Source: an optimization exercise on an open RTL-to-GDS flow (aim: small area, a short achievable clock period and few clock cycles per item). Production flows keep margins and buffers that such runs may drop. At most, simulation tests tie the RTL to the original design; equivalence was not proved. For run 1, only the layout was checked, not whether the RTL still works. No activity file was given, so power comes from the tool's default toggle rates.

$ cat flow/config.mk
export PLATFORM = sky130hd
export DESIGN_NAME = tri_setup_top
export DESIGN_NICKNAME = tri_setup_top
export VERILOG_FILES = /design/flow/design.v
export SDC_FILE = /design/flow/constraint.sdc
export NUM_CORES = 4
export LEC_CHECK = 0
export ABC_AREA = 1
export CAP_MARGIN = 20
export CORE_MARGIN = 2
export CORE_UTILIZATION = 55
export SETUP_SLACK_MARGIN = 1.1
export SLEW_MARGIN = 20
$ cat flow/constraint.sdc
create_clock -name core_clock -period 4.5 [get_ports {clk100}]
set_input_delay 0.9000 -clock core_clock [delete_from_list [all_inputs] [get_ports {clk100}]]
set_output_delay 0.9000 -clock core_clock [all_outputs]
set_load 0.01 [all_outputs]
$ cat flow/design.v
package tri_setup_pkg;
	localparam int COORD_W   = 12;
	localparam int ROW_W     = 10;                     
	localparam int FRAC_W    = 10;
	localparam int SLOPE_W   = 24;                     
	localparam int QUOT_BITS = 22;                     
	localparam int CNT_W     = 4;                      
	localparam int HDR_W     = 2 * COORD_W + 3 * ROW_W;
	typedef logic [COORD_W-1:0] coord_t;
	typedef logic [ROW_W-1:0] row_t;
	typedef logic [COORD_W:0] delta_t;                   
	typedef logic [SLOPE_W-1:0] slope_t;
	typedef logic [QUOT_BITS-1:0] quot_t;
	typedef logic [6*COORD_W-1:0] vtx_word_t;
	typedef logic [HDR_W-1:0] tri_hdr_t;
	typedef logic [HDR_W+3*SLOPE_W-1:0] tri_word_t;
endpackage
`timescale 1ns/10ps
module setup_sequencer (
	input  logic clk100,
	input  logic rst_n,
	input  logic next_frame,
	input  logic vtx_empty,
	input  logic tri_wait,
	input  logic div_last,       
	output logic idle,           
	output logic norm,           
	output logic run,
	output logic first,          
	output logic vtx_pop,
	output logic tri_push
);
	always_ff @(posedge clk100 or negedge rst_n)
	begin
		if (!rst_n)
		begin
			norm     <= 1'b0;
			first    <= 1'b0;
			run      <= 1'b0;
			tri_push <= 1'b0;
		end
		else if (next_frame)
		begin
			norm     <= 1'b0;
			first    <= 1'b0;
			run      <= 1'b0;
			tri_push <= 1'b0;
		end
		else
		begin
			norm     <= vtx_pop;
			first    <= norm;
			run      <= norm || (run && !div_last);
			tri_push <= run && div_last;
		end
	end
	assign idle    = !norm && !run && !tri_push;
	assign vtx_pop = idle && !vtx_empty && !tri_wait && !next_frame;
endmodule
`timescale 1ns/10ps
module vertex_sort (
	input  logic                      clk100,
	input  logic                      idle,
	input  tri_setup_pkg::vtx_word_t  vtx_data,
	output logic [3*(tri_setup_pkg::COORD_W+1)-1:0] dx,   
	output logic [3*(tri_setup_pkg::COORD_W+1)-1:0] dy,
	output tri_setup_pkg::tri_hdr_t   hdr,
	output logic [2:0]                ord          
);
	localparam int W = tri_setup_pkg::COORD_W;
	tri_setup_pkg::coord_t vx [0:2];
	tri_setup_pkg::coord_t vy [0:2];
	tri_setup_pkg::row_t   vr [0:2];
	logic       a_le_b;
	logic       a_le_c;
	logic       b_le_c;
	logic [1:0] i_top;
	logic [1:0] i_mid;
	logic [1:0] i_bot;
	logic       eq_ab;
	logic       eq_ac;
	logic       eq_bc;
	logic       same_row;
	tri_setup_pkg::tri_hdr_t hdr_d;
	always_comb
	begin
		for (int i = 0; i < 3; i++)
		begin
			vx[i] = vtx_data[(5-i)*W +: W];
			vy[i] = vtx_data[(2-i)*W +: W];
			vr[i] = vy[i][W-1:2];
		end
	end
	assign dx = {{1'b0, vx[1]} - {1'b0, vx[0]}, {1'b0, vx[2]} - {1'b0, vx[0]}, {1'b0, vx[2]} - {1'b0, vx[1]}};
	assign dy = {{1'b0, vy[1]} - {1'b0, vy[0]}, {1'b0, vy[2]} - {1'b0, vy[0]}, {1'b0, vy[2]} - {1'b0, vy[1]}};
	assign a_le_b = !dy[2*(W+1)+W];
	assign a_le_c = !dy[(W+1)+W];
	assign b_le_c = !dy[W];
	always_comb
	begin
		case ({a_le_b, a_le_c, b_le_c})
			3'b111:  {i_top, i_mid, i_bot} = {2'd0, 2'd1, 2'd2};
			3'b110:  {i_top, i_mid, i_bot} = {2'd0, 2'd2, 2'd1};
			3'b011:  {i_top, i_mid, i_bot} = {2'd1, 2'd0, 2'd2};
			3'b100:  {i_top, i_mid, i_bot} = {2'd2, 2'd0, 2'd1};
			3'b001:  {i_top, i_mid, i_bot} = {2'd1, 2'd2, 2'd0};
			3'b000:  {i_top, i_mid, i_bot} = {2'd2, 2'd1, 2'd0};
			default: {i_top, i_mid, i_bot} = {2'd0, 2'd1, 2'd2};   
		endcase
	end
	assign eq_ab = vr[0] == vr[1];
	assign eq_ac = vr[0] == vr[2];
	assign eq_bc = vr[1] == vr[2];
	assign same_row = (i_bot == 2'd0) ? eq_bc : ((i_bot == 2'd1) ? eq_ac : eq_ab);
	assign hdr_d = {vx[i_top], same_row ? vx[i_mid] : vx[i_top], vr[i_top], vr[i_mid], vr[i_bot]};
	always_ff @(posedge clk100)
	begin
		if (idle)
		begin
			hdr <= hdr_d;
			ord <= {a_le_b, a_le_c, b_le_c};
		end
	end
endmodule
`timescale 1ns/10ps
module slope_issue (
	input  tri_setup_pkg::delta_t            dx,
	input  tri_setup_pkg::delta_t            dy,
	output logic [tri_setup_pkg::COORD_W+1:0] w_init,    
	output logic [tri_setup_pkg::COORD_W-1:0] dvs,       
	output logic [3:0]                        lz_a,      
	output logic [3:0]                        lz_d,      
	output logic                              neg
);
	localparam int W = tri_setup_pkg::COORD_W;
	logic [W-1:0] a_abs;
	logic [W-1:0] d_abs;
	logic [W-1:0] a_n;
	logic [W-1:0] d_n;
	logic [3:0]   la;
	logic [3:0]   ld;
	logic [W:0]   dx_n;
	logic [W:0]   dy_n;
	assign dx_n  = -dx;
	assign dy_n  = -dy;
	assign a_abs = dx[W] ? dx_n[W-1:0] : dx[W-1:0];
	assign d_abs = dy[W] ? dy_n[W-1:0] : dy[W-1:0];
	assign neg   = dx[W] ^ dy[W];
	always_comb
	begin
		logic [W-1:0] v;
		v = a_abs;
		la[3] = v[W-1:W-8] == '0;  if (la[3]) v = v << 8;
		la[2] = v[W-1:W-4] == '0;  if (la[2]) v = v << 4;
		la[1] = v[W-1:W-2] == '0;  if (la[1]) v = v << 2;
		la[0] = !v[W-1];           if (la[0]) v = v << 1;
		a_n = v;
	end
	always_comb
	begin
		logic [W-1:0] v;
		v = d_abs;
		ld[3] = v[W-1:W-8] == '0;  if (ld[3]) v = v << 8;
		ld[2] = v[W-1:W-4] == '0;  if (ld[2]) v = v << 4;
		ld[1] = v[W-1:W-2] == '0;  if (ld[1]) v = v << 2;
		ld[0] = !v[W-1];           if (ld[0]) v = v << 1;
		d_n = v;
	end
	assign dvs = d_n;
	assign lz_a   = la;
	assign lz_d   = ld;
	assign w_init = (la[0] == ld[0]) ? {2'b00, a_n} : {1'b0, a_n, 1'b0};
endmodule
`timescale 1ns/10ps
module slope_divider (
	input  logic                               clk100,
	input  logic                               idle,
	input  logic                               norm,
	input  logic                               run,
	input  logic                               first,    
	input  tri_setup_pkg::delta_t              dx_in,
	input  tri_setup_pkg::delta_t              dy_in,
	input  logic [tri_setup_pkg::COORD_W+1:0]  w_norm,
	input  logic [tri_setup_pkg::COORD_W-1:0]  d_norm,
	input  logic [3:0]                         lza_norm,
	input  logic [3:0]                         lzd_norm,
	input  logic                               neg_norm,
	output logic [tri_setup_pkg::COORD_W+1:0]  w,        
	output logic [tri_setup_pkg::COORD_W:0]    d,        
	output logic                               neg,
	output logic                               last,     
	output logic                               step,     
	output logic [1:0]                         digit,
	output logic                               dnz       
);
	localparam int W = tri_setup_pkg::COORD_W;
	logic [W+1:0] d3;
	logic [W+2:0] r1;
	logic [W+2:0] r2;
	logic [W+2:0] r3;
	logic [W-1:0] rest;
	logic [3:0]   cnt;       
	logic [3:0]   lza;
	logic         nz;
	logic [4:0]   c;
	logic [3:0]   steps;
	logic         hold;
	logic         ge1;       
	logic         ge2;
	logic         ge3;
	assign r1 = {1'b0, w} - {3'b000, d[W-1:0]};
	assign r2 = {1'b0, w} - {2'b00, d[W-1:0], 1'b0};
	assign r3 = {1'b0, w} - {1'b0, d3};
	assign ge1   = !r1[W+2];
	assign ge2   = !r2[W+2];
	assign ge3   = !r3[W+2] && !first;
	assign digit = {ge2, ge3 || (ge1 && !ge2)};
	assign dnz   = ge1;
	assign rest  = ge3 ? r3[W-1:0] : (ge2 ? r2[W-1:0] : (ge1 ? r1[W-1:0] : w[W-1:0]));
	assign c     = 5'd11 + {1'b0, cnt} - {1'b0, lza};
	assign steps = 4'((c + 5'd1) >> 1);
	assign nz    = d[W-1] && (w[W] || w[W-1]);
	assign hold  = nz && (cnt[0] != lza[0]);
	assign last  = first ? (!nz || (!hold && steps == 4'd1)) : (cnt <= 1);
	assign step  = run && (first ? (nz && !hold) : (cnt != 0));
	always_ff @(posedge clk100)
	begin
		if (idle)
		begin
			w <= {dx_in[W], dx_in};
			d <= dy_in;
		end
		else if (norm)
		begin
			w    <= w_norm;
			d    <= {1'b0, d_norm};
			cnt  <= lzd_norm;
			lza  <= lza_norm;
			neg  <= neg_norm;
		end
		else if (run)
		begin
			if (first)
			begin
				d3 <= {1'b0, d[W-1:0]} + {d[W-1:0], 1'b0};
				if (!nz)
					cnt <= '0;
				else if (hold)
					cnt <= steps;
				else
				begin
					w    <= {rest, 2'b00};
					cnt  <= steps - 1'b1;
				end
			end
			else if (cnt != 0)
			begin
				w    <= {rest, 2'b00};
				cnt  <= cnt - 1'b1;
			end
		end
	end
endmodule
`timescale 1ns/10ps
module slope_collect (
	input  logic                     clk100,
	input  logic                     norm,      
	input  logic [2:0]               step,      
	input  logic [5:0]               digit,     
	input  logic [2:0]               dnz,       
	input  logic [2:0]               neg,
	input  logic [2:0]               ord,
	input  tri_setup_pkg::tri_hdr_t  hdr,
	output tri_setup_pkg::tri_word_t tri_data
);
	tri_setup_pkg::quot_t  quot [0:2];       
	tri_setup_pkg::slope_t s    [0:2];
	logic [1:0] i_top;
	logic [1:0] i_mid;
	logic [1:0] i_bot;
	logic [1:0] src [0:2];
	always_comb
	begin
		case (ord)
			3'b111:  {i_top, i_mid, i_bot} = {2'd0, 2'd1, 2'd2};
			3'b110:  {i_top, i_mid, i_bot} = {2'd0, 2'd2, 2'd1};
			3'b011:  {i_top, i_mid, i_bot} = {2'd1, 2'd0, 2'd2};
			3'b100:  {i_top, i_mid, i_bot} = {2'd2, 2'd0, 2'd1};
			3'b001:  {i_top, i_mid, i_bot} = {2'd1, 2'd2, 2'd0};
			3'b000:  {i_top, i_mid, i_bot} = {2'd2, 2'd1, 2'd0};
			default: {i_top, i_mid, i_bot} = {2'd0, 2'd1, 2'd2};
		endcase
	end
	assign src[2] = i_mid;
	assign src[1] = i_bot;
	assign src[0] = i_top;
	for (genvar e = 0; e < 3; e++)
	begin : g_quot
		logic       e_step;
		logic [1:0] e_digit;
		logic       e_dnz;
		logic       e_neg;
		tri_setup_pkg::slope_t q;
		always_comb
		begin
			case (src[e])
				2'd0:    {e_step, e_digit, e_dnz, e_neg} = {step[0], digit[1:0], dnz[0], neg[0]};
				2'd1:    {e_step, e_digit, e_dnz, e_neg} = {step[1], digit[3:2], dnz[1], neg[1]};
				default: {e_step, e_digit, e_dnz, e_neg} = {step[2], digit[5:4], dnz[2], neg[2]};
			endcase
		end
		logic [11:1] low;
		logic        neg_r;              
		logic [tri_setup_pkg::SLOPE_W-1:0] below;
		always_ff @(posedge clk100)
			neg_r <= e_neg;
		always_ff @(posedge clk100)
		begin
			if (norm)
			begin
				quot[e] <= '0;
				low     <= '0;
			end
			else if (e_step)
			begin
				quot[e] <= {quot[e][tri_setup_pkg::QUOT_BITS-3:0], e_digit};
				low     <= {low[10:1], 1'b0} | {11{e_dnz}};
			end
		end
		always_comb
		begin
			below[0] = 1'b0;
			for (int i = 1; i < tri_setup_pkg::SLOPE_W; i++)
				if (i >= 2 * 11)
					below[i] = low[11];
				else if (i % 2 == 0)
					below[i] = low[i / 2];
				else if (i == 1)
					below[i] = quot[e][0];
				else
					below[i] = low[i / 2] || quot[e][i - 1];
		end
		assign q    = {{(tri_setup_pkg::SLOPE_W-tri_setup_pkg::QUOT_BITS){1'b0}}, quot[e]};
		assign s[e] = q ^ (below & {tri_setup_pkg::SLOPE_W{neg_r}});
	end
	assign tri_data = {hdr, s[2], s[1], s[0]};
endmodule
`timescale 1ns/10ps
module tri_setup_top (
	input  logic                     clk100,
	input  logic                     rst_n,
	input  logic                     next_frame,
	input  tri_setup_pkg::vtx_word_t vtx_data,
	input  logic                     vtx_empty,
	input  logic                     tri_wait,
	output logic                     vtx_pop,
	output tri_setup_pkg::tri_word_t tri_data,
	output logic                     tri_push
);
	localparam int W  = tri_setup_pkg::COORD_W;
	localparam int CW = tri_setup_pkg::CNT_W;
	logic                    idle;
	logic                    norm;
	logic                    run;
	logic                    first;
	logic [3*(W+1)-1:0]      dx;
	logic [3*(W+1)-1:0]      dy;
	tri_setup_pkg::tri_hdr_t hdr;
	logic [2:0]              ord;
	logic [W+1:0]            w    [0:2];
	logic [W:0]              d    [0:2];
	logic [2:0]              neg;
	logic [2:0]              last;
	logic [2:0]              step;
	logic [5:0]              digit;
	logic [2:0]              dnz;
	vertex_sort u_sort (
		.clk100   (clk100),
		.idle     (idle),
		.vtx_data (vtx_data),
		.dx       (dx),
		.dy       (dy),
		.hdr      (hdr),
		.ord      (ord)
	);
	for (genvar k = 0; k < 3; k++)
	begin : g_edge
		logic [W+1:0]  w_norm;
		logic [W-1:0]  d_norm;
		logic [3:0]    lza_norm;
		logic [3:0]    lzd_norm;
		logic          neg_norm;
		slope_issue u_issue (
			.dx     (w[k][W:0]),
			.dy     (d[k]),
			.w_init (w_norm),
			.dvs    (d_norm),
			.lz_a   (lza_norm),
			.lz_d   (lzd_norm),
			.neg    (neg_norm)
		);
		slope_divider u_div (
			.clk100   (clk100),
			.idle     (idle),
			.norm     (norm),
			.run      (run),
			.first    (first),
			.dx_in    (dx[k*(W+1) +: W+1]),
			.dy_in    (dy[k*(W+1) +: W+1]),
			.w_norm   (w_norm),
			.d_norm   (d_norm),
			.lza_norm (lza_norm),
			.lzd_norm (lzd_norm),
			.neg_norm (neg_norm),
			.w        (w[k]),
			.d        (d[k]),
			.neg      (neg[k]),
			.last     (last[k]),
			.step     (step[k]),
			.digit    (digit[2*k +: 2]),
			.dnz      (dnz[k])
		);
	end
	setup_sequencer u_seq (
		.clk100     (clk100),
		.rst_n      (rst_n),
		.next_frame (next_frame),
		.vtx_empty  (vtx_empty),
		.tri_wait   (tri_wait),
		.div_last   (&last),
		.idle       (idle),
		.norm       (norm),
		.run        (run),
		.first      (first),
		.vtx_pop    (vtx_pop),
		.tri_push   (tri_push)
	);
	slope_collect u_collect (
		.clk100   (clk100),
		.norm     (norm),
		.step     (step),
		.digit    (digit),
		.dnz      (dnz),
		.neg      (neg),
		.ord      (ord),
		.hdr      (hdr),
		.tri_data (tri_data)
	);
endmodule
$ cat flow/run.sh
#!/bin/bash
# synth_recipe.tcl (not shown) runs the flow's synth.tcl, then flattens the netlist and writes it again
# the make line also repeats each setting of config.mk as NAME=value (left out here)
make -C /OpenROAD-flow-scripts/flow DESIGN_CONFIG=/design/flow/config.mk WORK_HOME=/design/flow/orfs CLKGATE_MAP_FILE= SYNTH_SCRIPT=/design/flow/synth_recipe.tcl finish
==> impl_metrics.csv, run 1 <==
group,metric,value,unit
power,ir_drop,0.000391,V
floorplanning,io-pin-count,205,
grt,track_usage,34.9,%
clock_network,numCtsBuffers,39,
worst_hold_path,hp-class,"register to register",
timing,final_max_slew_viol_count,0,
logic_synthesis,ys_ff_latch,313,
timing,worstMarginPinSlew,751,ps
grt,overflow,0,
place,pre_cts_slack,-152,ps
grt,antenna_found_initial,10,
finish,final_cells,5423,
timing,post-route-period-util,77.8,%
setup_path,rr_startpoint,"g_edge[1].u_div.d[3]$_DFFE_PN_",
finish,drive_gt1_share,14.0,%
grt,grt_pass1_wl,156000,um
setup_path,end_kind,"register",
route,wl_met2,45000,um
route,ant_nets,0,
setup_path,crit_end,"u_sort.hdr[40]$_DFFE_PP_",
place,place_area,33600,um2
logic_synthesis,synth.most_common_cell,"nand2_1",
logic_synthesis,yosys.area.top_type,"edfxtp_1",
power,p_per_area,647,nW/um2
power,power,23.9,mW
floorplanning,start_util,55.5,%
logic_synthesis,synth_edf_count,207,
finish,syn_to_final_growth,21.4,%
logic_synthesis,synth_cells,4328,
clock_network,cts_tree,"built",
place,dp_cells,5207,
setup_path,rr_worst_depth,19,
finish,final_cell_area,36900,um2
clock_network,cts_buffer_depth,3,
worst_hold_path,worstHoldPathCells,2,
logic_synthesis,synth_nets,4722,
finish,fin_util,67.3,%
route,wl_per_cell,19.0,um
route,remaining_drc_errors,0,
setup_path,rrSetupSlack,1240,ps
logic_synthesis,ys.flop_type,"edfxtp_1",
place,routabilityCongestion,1.03,
setup_path,critPathLaunchType,"input pin",
grt,grt_pass1_vias,28200,
route,wl,103000,um
setup_path,path_class,"input pin to register",
floorplanning,coreArea,54900,um2
timing,setup_viol,0,
timing,max_freq,286,MHz
worst_hold_path,hold_start,"u_collect.g_quot[2].low[11]$_SDFFE_PP0P_",
setup_path,critical_path.max_fanout,8,
timing,timing.final.crit_period,3500,ps
floorplanning,dieArea,57200,um2
setup_path,max_stage_delay,370,ps
floorplanning,rows,86,
route,vias,31100,
logic_synthesis,synth_commonest_cells,"nand2_1, inv_1, o21ai_0, nor2_1, a21oi_1",
route,viasPerCell,5.73,
logic_synthesis,yosysTopAreaCellShare,20.4,%
grt,grt_max_degree,56,
logic_synthesis,synth_cell_types,71,
power,p_leak,17.5,nW
floorplanning,die_x,239,um
setup_path,critical_path.startpoint,"vtx_data[12]",
setup_path,cpMaxStageDelayCell,"fa_2",
clock_network,cts-root-buf,"clkbuf_16",
timing,skew,17.6,ps
logic_synthesis,syn_avg_cell_area,7.03,um2
status,status,"no timing/DRC/antenna violations",
setup_path,path_common_cell,"nand2_2",
route,drt-pass1-iter-count,5,
route,top_layer,"met5",
setup_path,crit_required,4840,ps
clock_network,clkTransAtPathRegs,60,ps
flow_run,drv_cap,0,
setup_path,r2r_end,"g_edge[1].u_div.d[7]$_DFFE_PN_",
logic_synthesis,ys_warn_count,14,
logic_synthesis,synth-seq-area-share,27.5,%
floorplanning,die_h,239,um
setup_path,arrival,3840,ps
logic_synthesis,ys_top_cells_by_area,"edfxtp_1, nand2_1, ha_1, dfxtp_1, inv_1",
place,place_hpwl,78600,um
timing,slew_headroom,49.9,%
clock_network,ctsHtreeMaxLevel,2,
clock_network,clock_sinks,313,
logic_synthesis,async_reset_ff_share,1.28,%
route,wl_met1,44300,um
logic_synthesis,synth.cell_area,30400,um2
timing,finalHoldViolCount,0,
clock_network,insertion_delay,590,ps
route,dr_wl_met3,9530,um
route,drt_iter0_markers,2879,
finish,final_nets,5077,
place,io_buffers,204,
timing,layout_setup_ws,999,ps
timing,grt_setup_unrepaired,"true",
cells by family after synthesis:
kind of cell    share of synthesized area (%)
buf+inv                                  9.08
fa+ha+maj                                13.6
flops                                    27.5
compound gates                           17.5
simple gates                             26.2
xor+xnor                                 6.12
routing by layer:
layer  vias to the layer above  GRT usage, %
met3                       242          7.31
met1                     14300          47.5
met5                         -             0
met2                      1279          54.5
met4                         6          13.1
li1                      15200             -
flip-flops by register name, summed over array words and instances, names as in the netlist:
register,flops
u_collect.quot,66
u_sort.hdr,54
g_edge.u_div.d3,42
g_edge.u_div.w,42
g_edge.u_div.d,39
u_collect.g_quot.low,33
g_edge.u_div.cnt,12
g_edge.u_div.lza,12
g_edge.u_div.neg,3
u_collect.g_quot.neg_r,3
u_sort.ord,3
u_seq.first,1
u_seq.norm,1
u_seq.run,1
u_seq.tri_push,1
how the worst min path moves through the flow:
stage / slack (ps) / to
final: 470 / u_collect.g_quot[2].low[11]$_SDFFE_PP0P_
after global routing: 500 / u_collect.g_quot[1].low[11]$_SDFFE_PP0P_
after CTS: 470 / u_collect.g_quot[1].low[11]$_SDFFE_PP0P_
after detailed placement: 460 / u_collect.g_quot[1].low[11]$_SDFFE_PP0P_
after global placement: 450 / u_collect.g_quot[0].low[11]$_SDFFE_PP0P_
after floorplan: 450 / u_collect.g_quot[0].low[11]$_SDFFE_PP0P_
cell type report:
type,count,area [um2]
diodes,6,15.0
clock buffers,48,1080
clock inverters,23,216
fillers,4941,17900
inverters,572,2220
multi-input cells,3321,20200
flip-flops and latches,313,8370
well taps,704,881
repair buffers,434,3960
repair inverters,2,12.5
power by group:
part	switching [mW]	internal (mW)
clock	1.38	1.84
sequential	1.02	4.18
combinational	9.21	6.26
through the flow:
step                      hold WS (ps)  setup TNS [ps]
after floorplan                    445               0
after global placement             454           -1250
after detailed placement           463           -2570
final                              467               0
after global routing               497               0
after CTS                          473               0
critical path: cells and delay by family:
family                     cells  cell delay, ps
AOI/OAI and AO/OA              6             840
adders and majority gates      3             820
buffers and inverters          7             600
and+or+nand+nor                9             660
layout by cell type, fill, tap and decap left out, drive strengths merged, types with 11 or more instances in the layout:
cell type | synthesis | routed
nand2 | 1105 | 1105
inv | 563 | 562
nor2 | 369 | 369
o21ai | 356 | 356
a21oi | 319 | 319
nand3 | 317 | 317
ha | 296 | 296
buf | 53 | 231
edfxtp | 207 | 207
clkdlybuf4s50 | 0 | 164
xor2 | 123 | 123
dfxtp | 102 | 102
xnor2 | 88 | 88
clkbuf | 69 | 53
o221ai | 47 | 47
o211ai | 41 | 41
o21bai | 36 | 36
nor3 | 32 | 32
o22ai | 32 | 32
nand4 | 22 | 22
a31oi | 22 | 22
clkinv | 9 | 22
fa | 21 | 21
dlygate4sd2 | 0 | 16
dlymetal6s2s | 0 | 14
or2 | 13 | 13
clkinvlp | 0 | 11
what timing repair did:
item,4_1_cts,5_1_grt
gates cloned,1,3
gates resized for setup,139,221
hold buffers,0,0
pin swaps,23,53
buffers inserted,31,104
setup endpoints to repair,152,174
==> inputs of run 2 (changes only) <==
--- a/flow/design.v
+++ b/flow/design.v
@@ -61,6 +61,7 @@
 module vertex_sort (
 	input  logic                      clk100,
 	input  logic                      idle,
+	input  logic                      norm,
 	input  tri_setup_pkg::vtx_word_t  vtx_data,
 	output logic [3*(tri_setup_pkg::COORD_W+1)-1:0] dx,   
 	output logic [3*(tri_setup_pkg::COORD_W+1)-1:0] dy,
@@ -77,11 +78,10 @@
 	logic [1:0] i_top;
 	logic [1:0] i_mid;
 	logic [1:0] i_bot;
-	logic       eq_ab;
-	logic       eq_ac;
-	logic       eq_bc;
 	logic       same_row;
-	tri_setup_pkg::tri_hdr_t hdr_d;
+	tri_setup_pkg::coord_t hx [0:2];
+	tri_setup_pkg::row_t   hr [0:2];
+	logic [2:0]            req;                     
 	always_comb
 	begin
 		for (int i = 0; i < 3; i++)
@@ -96,9 +96,30 @@
 	assign a_le_b = !dy[2*(W+1)+W];
 	assign a_le_c = !dy[(W+1)+W];
 	assign b_le_c = !dy[W];
+	always_ff @(posedge clk100)
+	begin
+		if (idle)
+		begin
+			for (int i = 0; i < 3; i++)
+			begin
+				hx[i] <= vx[i];
+				hr[i] <= vr[i];
+			end
+			req <= {vr[0] == vr[1], vr[0] == vr[2], vr[1] == vr[2]};
+			ord <= {a_le_b, a_le_c, b_le_c};
+		end
+		else if (norm)
+		begin
+			hx[0] <= hx[i_top];
+			hx[1] <= same_row ? hx[i_mid] : hx[i_top];
+			hr[0] <= hr[i_top];
+			hr[1] <= hr[i_mid];
+			hr[2] <= hr[i_bot];
+		end
+	end
 	always_comb
 	begin
-		case ({a_le_b, a_le_c, b_le_c})
+		case (ord)
 			3'b111:  {i_top, i_mid, i_bot} = {2'd0, 2'd1, 2'd2};
 			3'b110:  {i_top, i_mid, i_bot} = {2'd0, 2'd2, 2'd1};
 			3'b011:  {i_top, i_mid, i_bot} = {2'd1, 2'd0, 2'd2};
@@ -108,19 +129,8 @@
 			default: {i_top, i_mid, i_bot} = {2'd0, 2'd1, 2'd2};   
 		endcase
 	end
-	assign eq_ab = vr[0] == vr[1];
-	assign eq_ac = vr[0] == vr[2];
-	assign eq_bc = vr[1] == vr[2];
-	assign same_row = (i_bot == 2'd0) ? eq_bc : ((i_bot == 2'd1) ? eq_ac : eq_ab);
-	assign hdr_d = {vx[i_top], same_row ? vx[i_mid] : vx[i_top], vr[i_top], vr[i_mid], vr[i_bot]};
-	always_ff @(posedge clk100)
-	begin
-		if (idle)
-		begin
-			hdr <= hdr_d;
-			ord <= {a_le_b, a_le_c, b_le_c};
-		end
-	end
+	assign same_row = req[i_bot];
+	assign hdr = {hx[0], hx[1], hr[0], hr[1], hr[2]};
 endmodule
 `timescale 1ns/10ps
 module slope_issue (
@@ -377,6 +387,7 @@
 	vertex_sort u_sort (
 		.clk100   (clk100),
 		.idle     (idle),
+		.norm     (norm),
 		.vtx_data (vtx_data),
 		.dx       (dx),
 		.dy       (dy),
--- a/flow/config.mk
+++ b/flow/config.mk
@@ -5,9 +5,9 @@
 export SDC_FILE = /design/flow/constraint.sdc
 export NUM_CORES = 4
 export LEC_CHECK = 0
-export ABC_AREA = 1
+export ABC_AREA = 0
 export CAP_MARGIN = 20
 export CORE_MARGIN = 2
-export CORE_UTILIZATION = 55
+export CORE_UTILIZATION = 40
 export SETUP_SLACK_MARGIN = 1.1
 export SLEW_MARGIN = 20
==> impl_metrics.csv, run 2 <==
group,metric,value,unit
clock_network,clkTransAtPathRegs,70,ps
finish,final_cells,5221,
place,routabilityCongestion,0.963,
timing,timing.final.crit_period,3750,ps
finish,syn_to_final_growth,30.3,%
setup_path,r2r_end,"g_edge[2].u_div.w[10]$_DFFE_PP_",
finish,drive_gt1_share,21.3,%
logic_synthesis,yosysTopAreaCellShare,21.6,%
flow_run,drv_cap,0,
power,netSwitchingPower,13.2,mW
setup_path,crit_required,4860,ps
route,viasPerCell,5.94,
setup_path,crit_end,"g_edge[2].u_div.w[10]$_DFFE_PP_",
finish,nFillCells,7005,
logic_synthesis,synth_edf_count,222,
grt,antenna_found_initial,15,
floorplanning,rows,101,
logic_synthesis,synth_cells,3688,
logic_synthesis,synth.most_common_cell,"nand2_1",
logic_synthesis,synth-seq-area-share,28.5,%
setup_path,cpMaxStageDelayCell,"or4_4",
route,remaining_drc_errors,0,
finish,largestRegisters,"u_collect.quot: 66 flops, g_edge.u_div.d3: 42 flops, g_edge.u_div.w: 42 flops",
power,ir_drop,0.000377,V
timing,finalHoldViolCount,0,
clock_network,cts_tree,"built",
status,status,"no timing/DRC/antenna violations",
setup_path,rr_startpoint,"g_edge[2].u_div.w[1]$_DFFE_PP_",
finish,layout_commonest_cell,"nand2_1",
place,place_hpwl,83100,um
logic_synthesis,ys_ff_latch,328,
power,intPower,15.0,mW
logic_synthesis,synth_nets,4077,
logic_synthesis,synth_cell_types,105,
finish,top_register,"u_collect.quot",
route,drt-pass1-iter-count,6,
setup_path,path_cells,"or4_4 > o41ai_4 > xnor2_2 > a211oi_4 > nand2_2 > o221a_1 > a21boi_2 > buf_6 > mux2i_1 > mux2i_1 > a221o_1",
finish,multi_input_area,22300,um2
timing,skew,58.8,ps
place,dp_cells,4858,
clock_network,numCtsBuffers,42,
floorplanning,coreArea,76200,um2
power,p_comb_share,70.0,%
place,io_buffers,204,
timing,fin_setup_tns,0,ps
logic_synthesis,yosys.area.top_type,"edfxtp_1",
finish,final_cell_mix,"nand2_1, buf_4, ha_1",
logic_synthesis,ys.flop_type,"edfxtp_1",
floorplanning,start_util,40.5,%
setup_path,arrival,4110,ps
clock_network,clock_sinks,328,
floorplanning,dieArea,79400,um2
timing,hold_ws,467,ps
clock_network,insertion_delay,620,ps
clock_network,cts_buffer_depth,3,
finish,final_nets,4546,
logic_synthesis,ys_top_cells_by_area,"edfxtp_1, ha_1, dfxtp_1, xnor2_1, nand2_1",
clock_network,cts-root-buf,"clkbuf_16",
power,p_clk_share,12.4,%
setup_path,critPathLaunchType,"register",
route,vias,31000,
clock_network,cts_hold_buf,0,
setup_path,max_stage_delay,650,ps
grt,grt_pass1_wl,169000,um
setup_path,end_kind,"register",
finish,ff_latch_area,8820,um2
timing,post-route-period-util,83.4,%
setup_path,rrSetupSlack,750,ps
setup_path,path_delay_family,"compound AO/OA/AOI/OAI gates",
grt,grt_max_degree,135,
setup_path,path_common_cell,"mux2i_1",
floorplanning,die_h,282,um
floorplanning,die_x,282,um
power,p_leak,16.3,nW
route,ant_nets,0,
setup_path,rr_worst_depth,11,
worst_hold_path,hp-class,"register to register",
logic_synthesis,async_reset_ff_share,1.22,%
setup_path,path_class,"register to register",
setup_path,crit_buf_inv,1,
timing,final_max_slew_viol_count,0,
route,wl,116000,um
setup_path,critical_path.max_fanout,7,
logic_synthesis,synth.cell_area,30900,um2
clock_network,ctsHtreeMaxLevel,2,
timing,max_freq,266,MHz
timing,slew_headroom,40.1,%
floorplanning,io-pin-count,205,
timing,worstMarginPinSlew,875,ps
route,drt_iter0_markers,3026,
setup_path,path_depth,11,
grt,grt_pass1_vias,28300,
logic_synthesis,ys_warn_count,16,
route,wl_per_cell,22.2,um
logic_synthesis,syn_avg_cell_area,8.37,um2
grt,track_usage,27.5,%
power,p_per_area,702,nW/um2
finish,largest_reg_flops,66,
setup_path,critical_path.startpoint,"g_edge[2].u_div.w[1]$_DFFE_PP_",
power,swShare,46.9,%
timing,grt_setup_unrepaired,"true",
timing,setup_viol,0,
grt,overflow,0,
power,seqPwrFrac,17.6,%
logic_synthesis,synth_commonest_cells,"nand2_1, ha_1, a21oi_1, nor2_1, o21ai_0",
run 2: tightest hold or removal path: stages, from the launching register on:
cell,delay (ps)
dfxtp_1,320
nand2_1,50
a21oi_1,50
run 2: through the flow:
stage	utilization [%]	power, mW	setup slack [ps]	area (um2)
final	52.8	28.2	747	40200
after global placement	45.5	20.3	440	34700
after CTS	50.3	25.8	790	38300
after detailed placement	45.5	20.3	459	34700
after global routing	52.8	29.9	670	40200
after floorplan	-	15.7	684	31200
run 2: worst min-delay path by stage:
stage                                       start                            endpoint  slack, ps  cells past startpoint
5_1_grt        u_collect.quot[2][21]$_SDFFE_PP0P_  u_collect.quot[2][21]$_SDFFE_PP0P_        480                      2
6_report       u_collect.quot[0][21]$_SDFFE_PP0P_  u_collect.quot[0][21]$_SDFFE_PP0P_        470                      2
4_1_cts        u_collect.quot[2][21]$_SDFFE_PP0P_  u_collect.quot[2][21]$_SDFFE_PP0P_        470                      2
3_5_place_dp   u_collect.quot[2][21]$_SDFFE_PP0P_  u_collect.quot[2][21]$_SDFFE_PP0P_        460                      2
2_1_floorplan  u_collect.quot[0][21]$_SDFFE_PP0P_  u_collect.quot[0][21]$_SDFFE_PP0P_        440                      2
3_3_place_gp   u_collect.quot[0][21]$_SDFFE_PP0P_  u_collect.quot[0][21]$_SDFFE_PP0P_        450                      2
run 2: final cells by class:
cell class              instances  area share [%]
diodes                          3          0.0187
clock buffers                  52            2.88
clock inverters                23           0.641
inverters                     255            2.49
multi-input cells            2934            55.4
flip-flops and latches        328            21.9
well taps                    1030            3.20
repair buffers                595            13.5
repair inverters                1          0.0156
run 2: kinds of logic after synthesis:
kind of cell / synth area share (%)
XOR/XNOR: 8.19
AND/OR/NAND/NOR: 17.1
multiplexers: 3.05
adder cells (fa/ha/maj): 13.2
flip-flops: 28.5
buffers and inverters: 5.49
AO/OA/AOI/OAI: 24.5
run 2: per-layer routing:
| metal | up-vias | GRT usage, % | wire length (um) |
|---|---|---|---|
| met1 | 14700 | 38.7 | 50200 |
| met3 | 298 | 5.64 | 11700 |
| met5 | - | 0 | 137 |
| met4 | 22 | 9.37 | 4750 |
| li1 | 14400 | - | - |
| met2 | 1510 | 41.6 | 49200 |
run 2: timing repair:
action                                  4_1_cts  5_1_grt
endpoints found under the setup margin      118      136
pin swaps                                    61      110
buffers inserted                            165      109
gates cloned                                  7        4
gates resized for setup                     227      249
run 2: power by group through the flow:
stage	Sequential [mW]	Clock [mW]	Combinational, mW
6_report	4.97	3.51	19.8
5_1_grt	5.05	3.66	21.2
4_1_cts	4.94	3.55	17.3
3_5_place_dp	5.11	0	15.2
3_3_place_gp	5.11	0	15.2
2_1_floorplan	4.77	0	11.0
Testbench counts of run 2, summed over its fixed seeds: cycles 8,061, items 800.
==> inputs of run 3 (changes only) <==
--- a/flow/config.mk
+++ b/flow/config.mk
@@ -5,9 +5,9 @@
 export SDC_FILE = /design/flow/constraint.sdc
 export NUM_CORES = 4
 export LEC_CHECK = 0
-export ABC_AREA = 0
+export ABC_AREA = 1
 export CAP_MARGIN = 20
 export CORE_MARGIN = 2
 export CORE_UTILIZATION = 40
-export SETUP_SLACK_MARGIN = 1.1
+export SETUP_SLACK_MARGIN = 1.3
 export SLEW_MARGIN = 20
==> impl_metrics.csv, run 3 <==
group,metric,value,unit
power,intPower,13.4,mW
setup_path,path_class,"register to register",
logic_synthesis,yosys.area_share.adder,13.3,%
logic_synthesis,synth_top_family_by_area,"simple AND/OR/NAND/NOR gates",
timing,timing.final.crit_period,3170,ps
floorplanning,start_util,40.3,%
logic_synthesis,synth_mux_area_share,0.233,%
route,drt-pass1-iter-count,5,
route,ant_nets,0,
power,seqPwrFrac,20.2,%
finish,final_cell_mix,"nand2_1, inv_1, a21oi_1",
route,wl_per_cell,18.8,um
floorplanning,rows,101,
finish,syn_to_final_growth,26.3,%
power,p_clk_share,14.4,%
timing,max_freq,315,MHz
floorplanning,coreArea,75800,um2
setup_path,rrSetupSlack,1330,ps
timing,final_max_slew_viol_count,0,
grt,antenna_found_initial,18,
logic_synthesis,synth_nets,4656,
setup_path,end_kind,"register",
power,p_per_area,667,nW/um2
floorplanning,dieArea,78700,um2
clock_network,clkTransAtPathRegs,60,ps
logic_synthesis,synth_commonest_cells,"nand2_1, inv_1, a21oi_1, o21ai_0, nand3_1",
logic_synthesis,syn_avg_cell_area,7.17,um2
setup_path,critPathLaunchType,"register",
timing,setup_viol,0,
finish,top_register,"u_collect.quot",
finish,ff_latch_area,8820,um2
flow_run,drv_cap,0,
floorplanning,die_x,280,um
logic_synthesis,yosysTopAreaCellShare,21.8,%
place,io_buffers,204,
finish,layout_commonest_cell,"nand2_1",
power,ir_drop,0.000320,V
logic_synthesis,ys.flop_type,"edfxtp_1",
setup_path,rr_worst_depth,17,
clock_network,cts-root-buf,"clkbuf_16",
clock_network,cts_tree,"built",
logic_synthesis,ys_warn_count,16,
logic_synthesis,synth_cells,4267,
logic_synthesis,ys_ff_latch,328,
place,place_hpwl,79400,um
place,pre_cts_slack,416,ps
logic_synthesis,synth-simple-area-share,24.6,%
timing,hold_ws,469,ps
route,viasPerCell,5.39,
place,routabilityCongestion,0.962,
clock_network,numCtsBuffers,44,
timing,layout_setup_ws,1330,ps
finish,multi_input_area,20300,um2
clock_network,clock_sinks,328,
timing,worstMarginPinSlew,941,ps
route,wl,107000,um
logic_synthesis,synth.cell_area,30600,um2
grt,grt_max_degree,86,
worst_hold_path,worstHoldPathCells,2,
clock_network,cts_buffer_depth,3,
logic_synthesis,synth.most_common_cell,"nand2_1",
timing,skew,24.1,ps
clock_network,insertion_delay,600,ps
setup_path,r2r_end,"g_edge[0].u_div.w[6]$_DFFE_PP_",
finish,largest_reg_flops,66,
timing,fin_setup_tns,0,ps
setup_path,arrival,3510,ps
logic_synthesis,synth-seq-area-share,28.8,%
worst_hold_path,min_to,"u_collect.g_quot[1].low[11]$_SDFFE_PP0P_",
route,vias,30800,
floorplanning,die_h,280,um
worst_hold_path,hold_start,"u_collect.g_quot[1].low[11]$_SDFFE_PP0P_",
logic_synthesis,synth_compound_area_share,17.4,%
logic_synthesis,async_reset_ff_share,1.22,%
setup_path,crit_required,4840,ps
logic_synthesis,yosys.area.top_type,"edfxtp_1",
finish,final_nets,5076,
power,swShare,47.8,%
finish,drive_gt1_share,17.0,%
logic_synthesis,ys_top_cells_by_area,"edfxtp_1, ha_1, nand2_1, inv_1, dfxtp_1",
grt,grt_pass1_vias,27900,
power,p_comb_share,65.4,%
timing,slew_headroom,37.3,%
route,remaining_drc_errors,0,
clock_network,ctsHtreeMaxLevel,2,
power,netSwitchingPower,12.3,mW
timing,finalHoldViolCount,0,
floorplanning,io-pin-count,205,
status,status,"no timing/DRC/antenna violations",
timing,post-route-period-util,70.6,%
grt,overflow,0,
grt,track_usage,25.6,%
grt,grt_pass1_wl,157000,um
logic_synthesis,synth_edf_count,222,
worst_hold_path,hp-class,"register to register",
finish,largestRegisters,"u_collect.quot: 66 flops, g_edge.u_div.d3: 42 flops, g_edge.u_div.w: 42 flops",
logic_synthesis,synth_cell_types,68,
setup_path,rr_startpoint,"g_edge[0].u_div.w[0]$_DFFE_PP_",
timing,grt_setup_unrepaired,"true",
route,drt_iter0_markers,2716,
logic_synthesis,synth_xor_area_share,6.32,%
finish,nFillCells,7378,
power,p_leak,17.9,nW
setup_path,critical_path.max_fanout,5,
==> run 3: logic make-up (layout without fill, tap and decap cells) <==
| group | Yosys count | count (layout) |
|---|---|---|
| xor gates and xnor gates | 219 | 219 |
| DFF | 328 | 328 |
| and+or+nand+nor | 1747 | 1755 |
| muxes | 7 | 7 |
| other | 0 | 6 |
| AOI/OAI and AO/OA | 939 | 940 |
| buffers and inverters | 715 | 1161 |
| adders and majority gates | 312 | 312 |
==> run 3: worst max-delay path by stage <==
stage | from | to | slack (ps) | cells past startpoint
detailed placement | vtx_data[61] | g_edge[1].u_div.w[11]$_DFFE_PP_ | 420 | 17
global route | g_edge[0].u_div.d[2]$_DFFE_PN_ | g_edge[0].u_div.d[9]$_DFFE_PN_ | 1130 | 21
global placement | vtx_data[61] | g_edge[1].u_div.w[11]$_DFFE_PP_ | 430 | 17
CTS | u_seq.norm$_DFF_PN0_ | vtx_pop | 1110 | 6
finish | g_edge[0].u_div.w[0]$_DFFE_PP_ | g_edge[0].u_div.w[6]$_DFFE_PP_ | 1330 | 17
floorplan | vtx_data[36] | g_edge[0].u_div.w[10]$_DFFE_PP_ | 1400 | 19
==> run 3: metrics by stage <==
step / total power [mW] / instance area, um2 / std cells / util, %
floorplan: 15.1 / 30600 / 4267 / -
global placement: 19.2 / 33600 / 5369 / 44.4
detailed placement: 19.2 / 33600 / 5369 / 44.4
CTS: 23.5 / 35900 / 5516 / 47.4
global route: 27.7 / 38600 / 5703 / 50.9
finish: 25.7 / 38600 / 5706 / 50.9
==> run 3: critical path, stage by stage, from the launching register on <==
cell	delay, ps
edfxtp_1	470
inv_4	90
ha_4	180
fa_2	420
o21ai_4	190
a21oi_2	80
o21bai_1	200
nand2_1	100
nand2_2	110
a21oi_4	70
o21ai_2	170
nand2_2	90
o21ai_4	170
buf_6	150
buf_12	100
nand3_2	50
a31oi_2	200
nand2_1	80
==> run 3: repair_timing <==
action,4_1_cts,5_1_grt
pin swaps,15,118
setup endpoints to repair,202,173
resized for setup,108,347
setup buffers,66,175
hold buffers,0,0
cloned,0,9
==> run 3: cell type report <==
cell class / count / share of cell area, %
tap: 978 / 3.17
clock inverter: 16 / 0.489
multi-input combinational: 3233 / 52.5
inverter: 584 / 5.97
sequential: 328 / 22.8
timing repair buffer: 496 / 11.6
antenna: 6 / 0.0389
clock buffer: 65 / 3.43
==> run 3: metal layers <==
layer	vias to the layer above	share of wire [%]	global-route usage, %
li1	15200	-	-
met1	14200	44	35.4
met2	1169	43	39.1
met3	186	9.5	5.73
met4	16	3.6	9.26
met5	-	0.10	0
==> run 3: power groups by stage <==
stage | clock (mW) | sequential [mW] | combinational, mW
after CTS | 3.78 | 5.26 | 14.5
after detailed placement | 0 | 5.38 | 13.8
final | 3.72 | 5.19 | 16.8
after global placement | 0 | 5.37 | 13.8
after floorplan | 0 | 4.95 | 10.1
after global routing | 3.88 | 5.29 | 18.6
==> inputs of run 4 (changes only) <==
--- a/flow/config.mk
+++ b/flow/config.mk
@@ -9,5 +9,5 @@
 export CAP_MARGIN = 20
 export CORE_MARGIN = 2
 export CORE_UTILIZATION = 40
-export SETUP_SLACK_MARGIN = 1.3
+export SETUP_SLACK_MARGIN = 1.2
 export SLEW_MARGIN = 20
==> impl_metrics.csv, run 4 <==
group,metric,value,unit
clock_network,cts_tree,"built",
clock_network,numCtsBuffers,43,
route,remaining_drc_errors,0,
logic_synthesis,synth.cell_area,30600,um2
floorplanning,io-pin-count,205,
setup_path,end_kind,"register",
grt,antenna_found_initial,12,
grt,grt_pass1_vias,27600,
timing,timing.final.crit_period,3190,ps
route,viasPerCell,5.42,
finish,multi_input_area,19700,um2
grt,grt_max_degree,138,
clock_network,clock_sinks,328,
finish,drive_gt1_share,13.1,%
finish,largestRegisters,"u_collect.quot: 66 flops, g_edge.u_div.d3: 42 flops, g_edge.u_div.w: 42 flops",
logic_synthesis,ys.flop_type,"edfxtp_1",
power,p_leak,17.3,nW
logic_synthesis,async_reset_ff_share,1.22,%
status,status,"no timing/DRC/antenna violations",
logic_synthesis,ys_warn_count,16,
floorplanning,die_x,280,um
clock_network,ctsHtreeMaxLevel,2,
power,ir_drop,0.000328,V
route,vias,30500,
finish,final_cell_mix,"nand2_1, inv_1, a21oi_1",
setup_path,critical_path.max_fanout,5,
timing,slew_headroom,30.7,%
place,pre_cts_slack,610,ps
timing,skew,37.7,ps
setup_path,path_class,"register to register",
grt,grt_pass1_wl,158000,um
floorplanning,dieArea,78700,um2
timing,hold_ws,462,ps
logic_synthesis,ys_ff_latch,328,
logic_synthesis,yosys.area.top_type,"edfxtp_1",
finish,ff_latch_area,8820,um2
route,dr_wl_met3,9260,um
place,place_hpwl,80200,um
route,drt-pass1-iter-count,5,
timing,final_max_slew_viol_count,0,
finish,top_register,"u_collect.quot",
floorplanning,die_h,280,um
logic_synthesis,yosysTopAreaCellShare,21.8,%
grt,overflow,0,
place,io_buffers,204,
setup_path,arrival,3560,ps
worst_hold_path,hp-class,"register to register",
timing,grt_setup_unrepaired,"true",
grt,track_usage,25.7,%
logic_synthesis,synth.most_common_cell,"nand2_1",
clock_network,cts_hold_buf,0,
flow_run,drv_cap,0,
route,wl_per_cell,18.7,um
clock_network,insertion_delay,620,ps
finish,largest_reg_flops,66,
logic_synthesis,ys_top_cells_by_area,"edfxtp_1, ha_1, nand2_1, inv_1, dfxtp_1",
route,wl_met1,47300,um
clock_network,cts_buffer_depth,3,
timing,post-route-period-util,70.9,%
logic_synthesis,synth_commonest_cells,"nand2_1, inv_1, a21oi_1, o21ai_0, nand3_1",
finish,final_nets,4989,
power,p_per_area,660,nW/um2
logic_synthesis,synth_edf_count,222,
route,drt_iter0_markers,2448,
finish,nFillCells,7564,
timing,worstMarginPinSlew,1040,ps
timing,setup_viol,0,
finish,layout_commonest_cell,"nand2_1",
timing,max_freq,314,MHz
floorplanning,start_util,40.3,%
route,ant_nets,0,
logic_synthesis,synth-seq-area-share,28.8,%
timing,fin_setup_tns,0,ps
timing,finalHoldViolCount,0,
logic_synthesis,syn_avg_cell_area,7.17,um2
floorplanning,coreArea,75800,um2
finish,syn_to_final_growth,21.7,%
finish,fin_util,49.1,%
floorplanning,rows,101,
setup_path,critPathLaunchType,"register",
route,top_layer,"met5",
timing,layout_setup_ws,1310,ps
clock_network,cts-root-buf,"clkbuf_16",
logic_synthesis,synth_cells,4267,
clock_network,clkTransAtPathRegs,60,ps
place,routabilityCongestion,0.952,
logic_synthesis,synth_nets,4656,
route,wl,105000,um
route,wl_met2,44900,um
logic_synthesis,synth_cell_types,68,
setup_path,crit_required,4870,ps
-- run 4: cell counts after synthesis --
No cell type changed its count.
-- run 4: final timing paths --
check	cells after the start	startpoint	slack, ps	end
setup / recovery	20	g_edge[0].u_div.d[5]$_DFFE_PN_	1310	g_edge[0].u_div.w[9]$_DFFE_PP_
hold / removal	2	u_collect.g_quot[1].low[11]$_SDFFE_PP0P_	460	u_collect.g_quot[1].low[11]$_SDFFE_PP0P_
setup reg to reg	20	g_edge[0].u_div.d[5]$_DFFE_PN_	1310	g_edge[0].u_div.w[9]$_DFFE_PP_
hold reg to reg	2	u_collect.g_quot[1].low[11]$_SDFFE_PP0P_	460	u_collect.g_quot[1].low[11]$_SDFFE_PP0P_
max in group asynchronous	1	rst_n	3730	u_seq.norm$_DFF_PN0_
min in group asynchronous	1	rst_n	530	u_seq.norm$_DFF_PN0_
-- run 4: final cells by class --
type | count | share of cell area (%)
tap | 978 | 3.29
clock buffer | 48 | 2.94
inverter | 584 | 6.09
antenna | 3 | 0.0202
multi-input combinational | 3231 | 53.0
sequential | 328 | 23.7
timing repair buffer | 412 | 10.0
clock inverter | 31 | 0.982
-- run 4: logic make-up (layout without fill, tap and decap cells) --
kind of cell	Yosys count	in the layout	share of synthesized area, %
compound gates	939	939	17.4
xor+xnor	219	219	6.32
fa+ha+maj	312	312	13.3
buf+inv	715	1075	9.28
flops	328	328	28.8
mux	7	7	0.233
other cells	0	3	0
simple gates	1747	1754	24.6
-- run 4: critical path, cell delays in order (launching register included) --
cell and delay [ps]:
edfxtp_1 470, inv_2 140, ha_1 200, nand2_1 100
o21ai_4 210, nand2_1 80, nand2_2 110, nor2_4 60
nand4_1 90, nand2_1 90, nor2_2 150, nand2_2 120
o21bai_2 200, nand2_1 110, nand2_4 150, buf_6 150
nand3_4 100, nand2_4 110, nand3_1 80, nand3_1 150
nand2_1 70
-- run 4: timing repair --
| item | in CTS | in global routing |
|---|---|---|
| setup endpoints to repair | 148 | 135 |
| gates cloned | 0 | 7 |
| pin swaps | 6 | 55 |
| resized for setup | 69 | 209 |
| setup buffers | 29 | 123 |
-- run 4: routing by layer --
layer / GRT usage, % / vias to the layer above
met5: 0 / -
met4: 8.93 / 12
met3: 5.25 / 196
met2: 39.1 / 1159
met1: 35.9 / 14100
li1: - / 15000
-- run 4: power breakdown --
| part | internal [mW] | switching (mW) | total (mW) | leakage, nW |
|---|---|---|---|---|
| clock network | 2.12 | 1.54 | 3.67 | 0.708 |
| registers | 4.29 | 0.940 | 5.23 | 3.12 |
| logic | 6.26 | 9.40 | 15.7 | 13.5 |
| total | 12.7 | 11.9 | 24.6 | 17.3 |
-- run 4: through the flow --
step	total power [mW]	cells	area, um2
final	24.6	5615	37200
after global routing	26.6	5612	37200
after CTS	23.3	5482	35500
after detailed placement	19.2	5374	33700
after global placement	19.2	5374	33700
after floorplan	15.1	4267	30600
==> inputs of run 5 (changes only) <==
--- a/flow/config.mk
+++ b/flow/config.mk
@@ -9,5 +9,5 @@
 export CAP_MARGIN = 20
 export CORE_MARGIN = 2
 export CORE_UTILIZATION = 40
-export SETUP_SLACK_MARGIN = 1.2
+export SETUP_SLACK_MARGIN = 1.0
 export SLEW_MARGIN = 20
==> impl_metrics.csv, run 5 <==
group,metric,value,unit
logic_synthesis,synth.cell_area,30600,um2
worst_hold_path,min_to,"u_collect.g_quot[1].low[11]$_SDFFE_PP0P_",
logic_synthesis,ys.flop_type,"edfxtp_1",
grt,grt_pass1_vias,27400,
logic_synthesis,synth_nets,4656,
logic_synthesis,synth_cell_types,68,
finish,largestRegisters,"u_collect.quot: 66 flops, g_edge.u_div.d3: 42 flops, g_edge.u_div.w: 42 flops",
floorplanning,dieArea,78700,um2
timing,max_freq,298,MHz
route,ant_nets,0,
setup_path,rr_worst_depth,15,
finish,final_cell_mix,"nand2_1, inv_1, a21oi_1",
finish,final_cell_area,35900,um2
timing,worstMarginPinSlew,1070,ps
place,routabilityCongestion,0.952,
setup_path,rr_startpoint,"g_edge[0].u_div.d[0]$_DFFE_PN_",
route,vias,29900,
floorplanning,io-pin-count,205,
route,drt-pass1-iter-count,6,
setup_path,path_common_cell,"nor2_4",
worst_hold_path,worstHoldPathCells,2,
floorplanning,die_x,280,um
route,wl_per_cell,18.7,um
finish,syn_to_final_growth,17.4,%
clock_network,clock_sinks,328,
setup_path,max_stage_delay,600,ps
finish,layout_commonest_cell,"nand2_1",
clock_network,cts_tree,"built",
setup_path,path_class,"register to output pin",
finish,nFillCells,7693,
flow_run,drv_cap,0,
setup_path,end_kind,"output pin",
grt,grt_pass1_wl,157000,um
logic_synthesis,yosys.area.top_type,"edfxtp_1",
route,remaining_drc_errors,0,
finish,multi_input_area,19200,um2
timing,hold_ws,462,ps
logic_synthesis,ys_ff_latch,328,
route,wl,103000,um
finish,drive_gt1_share,9.15,%
worst_hold_path,hold_start,"u_collect.g_quot[1].low[11]$_SDFFE_PP0P_",
logic_synthesis,synth-seq-area-share,28.8,%
setup_path,path_cells,"nor2_4 > inv_1 > nor2_4 > inv_4 > nor4_2 > clkdlybuf4s50_1",
timing,post-route-period-util,74.6,%
setup_path,critical_path.max_fanout,4,
logic_synthesis,ys_warn_count,16,
route,viasPerCell,5.42,
clock_network,cts_buffer_depth,3,
grt,grt_max_degree,138,
finish,largest_reg_flops,66,
power,intPower,12.2,mW
logic_synthesis,synth_cells,4267,
logic_synthesis,ys_top_cells_by_area,"edfxtp_1, ha_1, nand2_1, inv_1, dfxtp_1",
worst_hold_path,hp-class,"register to register",
setup_path,path_delay_family,"buffers and inverters",
power,swShare,48.4,%
power,p_leak,16.7,nW
timing,setup_viol,0,
power,p_per_area,656,nW/um2
power,netSwitchingPower,11.4,mW
power,seqPwrFrac,22.5,%
setup_path,cpMaxStageDelayCell,"clkdlybuf4s50_1",
place,place_hpwl,80200,um
clock_network,cts-root-buf,"clkbuf_16",
logic_synthesis,syn_avg_cell_area,7.17,um2
timing,slew_headroom,28.5,%
floorplanning,coreArea,75800,um2
floorplanning,start_util,40.3,%
finish,final_cells,5515,
finish,top_register,"u_collect.quot",
timing,grt_setup_unrepaired,"true",
place,place_area,33700,um2
timing,finalHoldViolCount,0,
timing,fin_setup_tns,0,ps
logic_synthesis,synth.most_common_cell,"nand2_1",
finish,final_nets,4889,
power,power,23.6,mW
status,status,"no timing/DRC/antenna violations",
setup_path,crit_buf_inv,3,
clock_network,insertion_delay,620,ps
place,pre_cts_slack,610,ps
timing,timing.final.crit_period,3360,ps
grt,track_usage,25.6,%
place,dp_cells,5374,
clock_network,numCtsBuffers,43,
power,p_clk_share,15.5,%
setup_path,crit_required,3600,ps
clock_network,clkTransAtPathRegs,60,ps
logic_synthesis,async_reset_ff_share,1.22,%
setup_path,r2r_end,"g_edge[0].u_div.w[13]$_DFFE_PP_",
floorplanning,rows,101,
grt,antenna_found_initial,9,
route,drt_iter0_markers,2405,
logic_synthesis,synth_edf_count,222,
power,ir_drop,0.000325,V
setup_path,critPathLaunchType,"register",
finish,ff_latch_area,8820,um2
timing,final_max_slew_viol_count,0,
setup_path,rrSetupSlack,1180,ps
floorplanning,die_h,280,um
place,io_buffers,204,
finish,fin_util,47.4,%
logic_synthesis,yosysTopAreaCellShare,21.8,%
clock_network,ctsHtreeMaxLevel,2,
grt,overflow,0,
timing,skew,39.9,ps
power,p_comb_share,61.9,%
logic_synthesis,synth_commonest_cells,"nand2_1, inv_1, a21oi_1, o21ai_0, nand3_1",
setup_path,arrival,2460,ps
timing,layout_setup_ws,1140,ps
==> run 5: cell counts after synthesis <==
Identical to the previous run, type by type.
==> run 5: final cells by class <==
type	instances	share of cell area, %
inverters	584	6.21
clock buffers	48	3.05
multi-input cells	3224	53.5
repair buffers	319	8.24
flip-flops and latches	328	24.6
well taps	978	3.41
diodes	3	0.0209
clock inverters	31	1.02
==> run 5: cells by family after synthesis <==
group           synth area share, %
compound gates                 17.4
xor+xnor                       6.32
fa+ha+maj                      13.3
buf+inv                        9.28
flops                          28.8
mux                           0.233
simple gates                   24.6
==> run 5: layer usage <==
layer,share of wire (%),GRT usage (%)
met1,46,35.8
met2,42,38.9
met3,8.4,5.20
met4,3.8,9.08
met5,0.070,0
==> run 5: worst max path at each step <==
stage                                              start                                       to  slack, ps  cells past startpoint
after global placement                      vtx_data[62]          g_edge[2].u_div.w[11]$_DFFE_PP_        620                     18
after global routing      g_edge[1].u_div.d[2]$_DFFE_PN_           g_edge[1].u_div.w[8]$_DFFE_PP_        950                     23
after CTS                 g_edge[2].u_div.d[0]$_DFFE_PN_  u_collect.g_quot[0].low[1]$_SDFFE_PP0P_        930                     11
final                               u_seq.norm$_DFF_PN0_                                  vtx_pop       1140                      6
after detailed placement                    vtx_data[48]          g_edge[2].u_div.w[12]$_DFFE_PP_        610                     20
after floorplan                    u_seq.first$_DFF_PN0_          g_edge[0].u_div.d3[0]$_DFFE_PP_       1220                      5
==> run 5: tightest hold or removal path: cells and delay by family, from the launching register on <==
kind	cells	cell delay, ps
AOI/OAI and AO/OA	1	50
DFF	1	310
and+or+nand+nor	1	60
==> run 5: repair_timing <==
item,4_1_cts,5_1_grt
resized for setup,24,94
setup buffers,7,52
hold buffers,0,0
pin swaps,0,13
endpoints found under the setup margin,67,132
==> run 5: power groups by stage <==
stage | registers [mW] | clock network, mW | logic [mW]
after floorplan | 4.95 | 0 | 10.1
after global placement | 5.39 | 0 | 13.8
after detailed placement | 5.39 | 0 | 13.8
after CTS | 5.32 | 3.72 | 14.0
after global routing | 5.42 | 3.84 | 16.3
final | 5.31 | 3.66 | 14.6
==> inputs of run 6 (changes only) <==
--- a/flow/config.mk
+++ b/flow/config.mk
@@ -9,5 +9,5 @@
 export CAP_MARGIN = 20
 export CORE_MARGIN = 2
 export CORE_UTILIZATION = 40
-export SETUP_SLACK_MARGIN = 1.0
+export SETUP_SLACK_MARGIN = 1.1
 export SLEW_MARGIN = 20
==> impl_metrics.csv, run 6 <==
group,metric,value,unit
place,routabilityCongestion,0.952,
finish,ff_latch_area,8820,um2
floorplanning,die_h,280,um
setup_path,path_class,"register to register",
route,wl_per_cell,18.6,um
clock_network,cts_buffer_depth,3,
logic_synthesis,synth.most_common_cell,"nand2_1",
timing,setup_viol,0,
timing,slew_headroom,29.4,%
logic_synthesis,synth.cell_area,30600,um2
worst_hold_path,min_to,"u_collect.g_quot[1].low[11]$_SDFFE_PP0P_",
flow_run,drv_cap,0,
clock_network,ctsHtreeMaxLevel,2,
place,pre_cts_slack,610,ps
logic_synthesis,ys_warn_count,16,
power,p_clk_share,15.2,%
grt,overflow,0,
finish,final_nets,4949,
route,drt_iter0_markers,2559,
logic_synthesis,async_reset_ff_share,1.22,%
timing,max_freq,311,MHz
setup_path,arrival,3560,ps
grt,track_usage,25.6,%
route,vias,30300,
route,top_layer,"met5",
finish,drive_gt1_share,11.2,%
finish,nFillCells,7618,
floorplanning,coreArea,75800,um2
logic_synthesis,ys_ff_latch,328,
grt,antenna_found_initial,11,
clock_network,cts_hold_buf,0,
logic_synthesis,synth_nets,4656,
timing,finalHoldViolCount,0,
timing,worstMarginPinSlew,1060,ps
floorplanning,die_x,280,um
clock_network,clkTransAtPathRegs,70,ps
finish,multi_input_area,19400,um2
logic_synthesis,ys_top_cells_by_area,"edfxtp_1, ha_1, nand2_1, inv_1, dfxtp_1",
timing,post-route-period-util,71.4,%
route,remaining_drc_errors,0,
floorplanning,start_util,40.3,%
setup_path,rrSetupSlack,1290,ps
setup_path,r2r_end,"g_edge[0].u_div.w[11]$_DFFE_PP_",
floorplanning,io-pin-count,205,
timing,layout_setup_ws,1290,ps
power,p_per_area,657,nW/um2
power,ir_drop,0.000311,V
timing,skew,37.2,ps
finish,top_register,"u_collect.quot",
clock_network,numCtsBuffers,43,
logic_synthesis,yosysTopAreaCellShare,21.8,%
route,drt-pass1-iter-count,6,
grt,grt_pass1_vias,27500,
status,status,"no timing/DRC/antenna violations",
clock_network,clock_sinks,328,
logic_synthesis,synth_edf_count,222,
setup_path,rr_startpoint,"g_edge[0].u_div.w[0]$_DFFE_PP_",
timing,final_max_slew_viol_count,0,
power,swShare,48.3,%
grt,grt_max_degree,138,
logic_synthesis,synth_cell_types,68,
finish,largest_reg_flops,66,
power,p_comb_share,62.9,%
grt,grt_pass1_wl,157000,um
setup_path,end_kind,"register",
route,dr_wl_met3,8920,um
power,seqPwrFrac,21.9,%
finish,largestRegisters,"u_collect.quot: 66 flops, g_edge.u_div.d3: 42 flops, g_edge.u_div.w: 42 flops",
route,wl_met2,44000,um
clock_network,insertion_delay,620,ps
clock_network,cts-root-buf,"clkbuf_16",
finish,syn_to_final_growth,19.6,%
setup_path,critPathLaunchType,"register",
logic_synthesis,synth_cells,4267,
timing,timing.final.crit_period,3210,ps
worst_hold_path,hp-class,"register to register",
logic_synthesis,syn_avg_cell_area,7.17,um2
power,netSwitchingPower,11.6,mW
route,viasPerCell,5.42,
finish,layout_commonest_cell,"nand2_1",
setup_path,critical_path.max_fanout,11,
setup_path,crit_required,4850,ps
logic_synthesis,ys.flop_type,"edfxtp_1",
worst_hold_path,hold_start,"u_collect.g_quot[1].low[11]$_SDFFE_PP0P_",
floorplanning,dieArea,78700,um2
worst_hold_path,worstHoldPathCells,2,
clock_network,cts_tree,"built",
route,wl_met1,47000,um
power,intPower,12.4,mW
timing,fin_setup_tns,0,ps
route,wl,104000,um
setup_path,rr_worst_depth,19,
place,place_hpwl,80200,um
route,ant_nets,0,
logic_synthesis,synth-seq-area-share,28.8,%
place,io_buffers,204,
floorplanning,rows,101,
timing,grt_setup_unrepaired,"true",
power,p_leak,17.1,nW
finish,final_cell_mix,"nand2_1, inv_1, a21oi_1",
logic_synthesis,synth_commonest_cells,"nand2_1, inv_1, a21oi_1, o21ai_0, nand3_1",
logic_synthesis,yosys.area.top_type,"edfxtp_1",
## run 6: through the flow
stage | hold slack (ps) | power, mW | area, um2 | utilization, % | std cells
after CTS | 465 | 23.1 | 35400 | 46.6 | 5468
after detailed placement | 456 | 19.2 | 33700 | 44.4 | 5374
final | 463 | 24.0 | 36600 | 48.3 | 5577
after floorplan | 445 | 15.1 | 30600 | - | 4267
after global placement | 455 | 19.2 | 33700 | 44.4 | 5374
after global routing | 493 | 26.0 | 36600 | 48.2 | 5572
## run 6: repair_timing
action / in CTS / in global routing
pin swaps: 1 / 31
cloned: 0 / 3
resized for setup: 44 / 143
setup endpoints to repair: 99 / 149
setup buffers: 15 / 101
## run 6: layer usage
metal | vias to the layer above | GRT usage [%]
met5 | - | 0
met4 | 12 | 9.10
met3 | 199 | 5.25
met2 | 1182 | 39.0
met1 | 13900 | 35.8
li1 | 14900 | -
## run 6: area by class of cell
class | count | area share (%)
clock buffer | 48 | 2.99
antenna | 5 | 0.0342
inverter | 584 | 6.15
timing repair buffer | 376 | 9.31
clock inverter | 31 | 0.999
tap | 978 | 3.34
multi-input combinational | 3227 | 53.1
sequential | 328 | 24.1
## run 6: worst max-delay path: stages (launching register included)
cell and delay, ps:
edfxtp_1 430, inv_2 130, ha_1 210, nand4_1 150
nand2_1 130, nand2_1 60, nand2_1 130, inv_1 100
nand3_1 140, nor2_4 50, nand3_1 60, nand2_1 80
nor2_2 180, nand2_2 160, o21ai_0 330, nand2_1 160
nand2_1 100, nand3_1 60, nand3_1 190, nand3_1 110
## run 6: cells by family after synthesis
family	share of synthesized area (%)
AND/OR/NAND/NOR	24.6
AO/OA/AOI/OAI	17.4
buffers and inverters	9.28
flip-flops	28.8
adder cells (fa/ha/maj)	13.3
XOR/XNOR	6.32
multiplexers	0.233
## run 6: worst max path at each step
stage	startpoint	endpoint	slack (ps)	cells past startpoint
5_1_grt	vtx_data[37]	g_edge[0].u_div.w[10]$_DFFE_PP_	1050	19
4_1_cts	u_seq.norm$_DFF_PN0_	vtx_pop	1090	6
3_5_place_dp	vtx_data[48]	g_edge[2].u_div.w[12]$_DFFE_PP_	610	20
3_3_place_gp	vtx_data[62]	g_edge[2].u_div.w[11]$_DFFE_PP_	620	18
6_report	g_edge[0].u_div.w[0]$_DFFE_PP_	g_edge[0].u_div.w[11]$_DFFE_PP_	1290	19
2_1_floorplan	u_seq.first$_DFF_PN0_	g_edge[0].u_div.d3[0]$_DFFE_PP_	1220	5
## run 6: power by group through the flow
stage	Sequential, mW	Combinational [mW]	Clock, mW
floorplan	4.95	10.1	0
global placement	5.39	13.8	0
detailed placement	5.39	13.8	0
CTS	5.31	14.1	3.72
global route	5.36	16.8	3.84
finish	5.26	15.1	3.66

==> re-timing with driven ports <==
The flow's constraints put no driver on any port. The routed layouts listed below were extracted and timed again, unchanged, in two steps. Step 1, drivers: a clkbuf_16 drives clk100 and a buf_2 each remaining input, both assumed. Step 2 adds t to the input delays and takes it off the output delays; t is the mean of the earliest and latest rising clock arrival at the registers after step 1. Input paths then give back, and output paths get back, about the clock's delay inside the block. a / b / c = ideal ports / drivers / drivers and shift; a / b = the first two.
run | shift t [ns] | slack for setup (ns) | worst setup path after step 2
run 1 | 0.641 | 0.999 / 1.000 / 0.359 | input to register
run 2 | 0.651 | 0.747 / 0.747 / 0.426 | input to register
run 3 | 0.652 | 1.325 / 1.325 / 0.702 | input to register
run 4 | 0.663 | 1.312 / 1.312 / 0.675 | input to register
run 5 | 0.663 | 1.144 / 1.079 / 0.527 | input to register
run 6 | 0.661 | 1.287 / 1.223 / 0.562 | input to register
After both steps setup and hold are still met in every run listed. The setup slack of run 6, which loses most, moves by -0.064 ns with the drivers and by -0.725 ns with both steps.
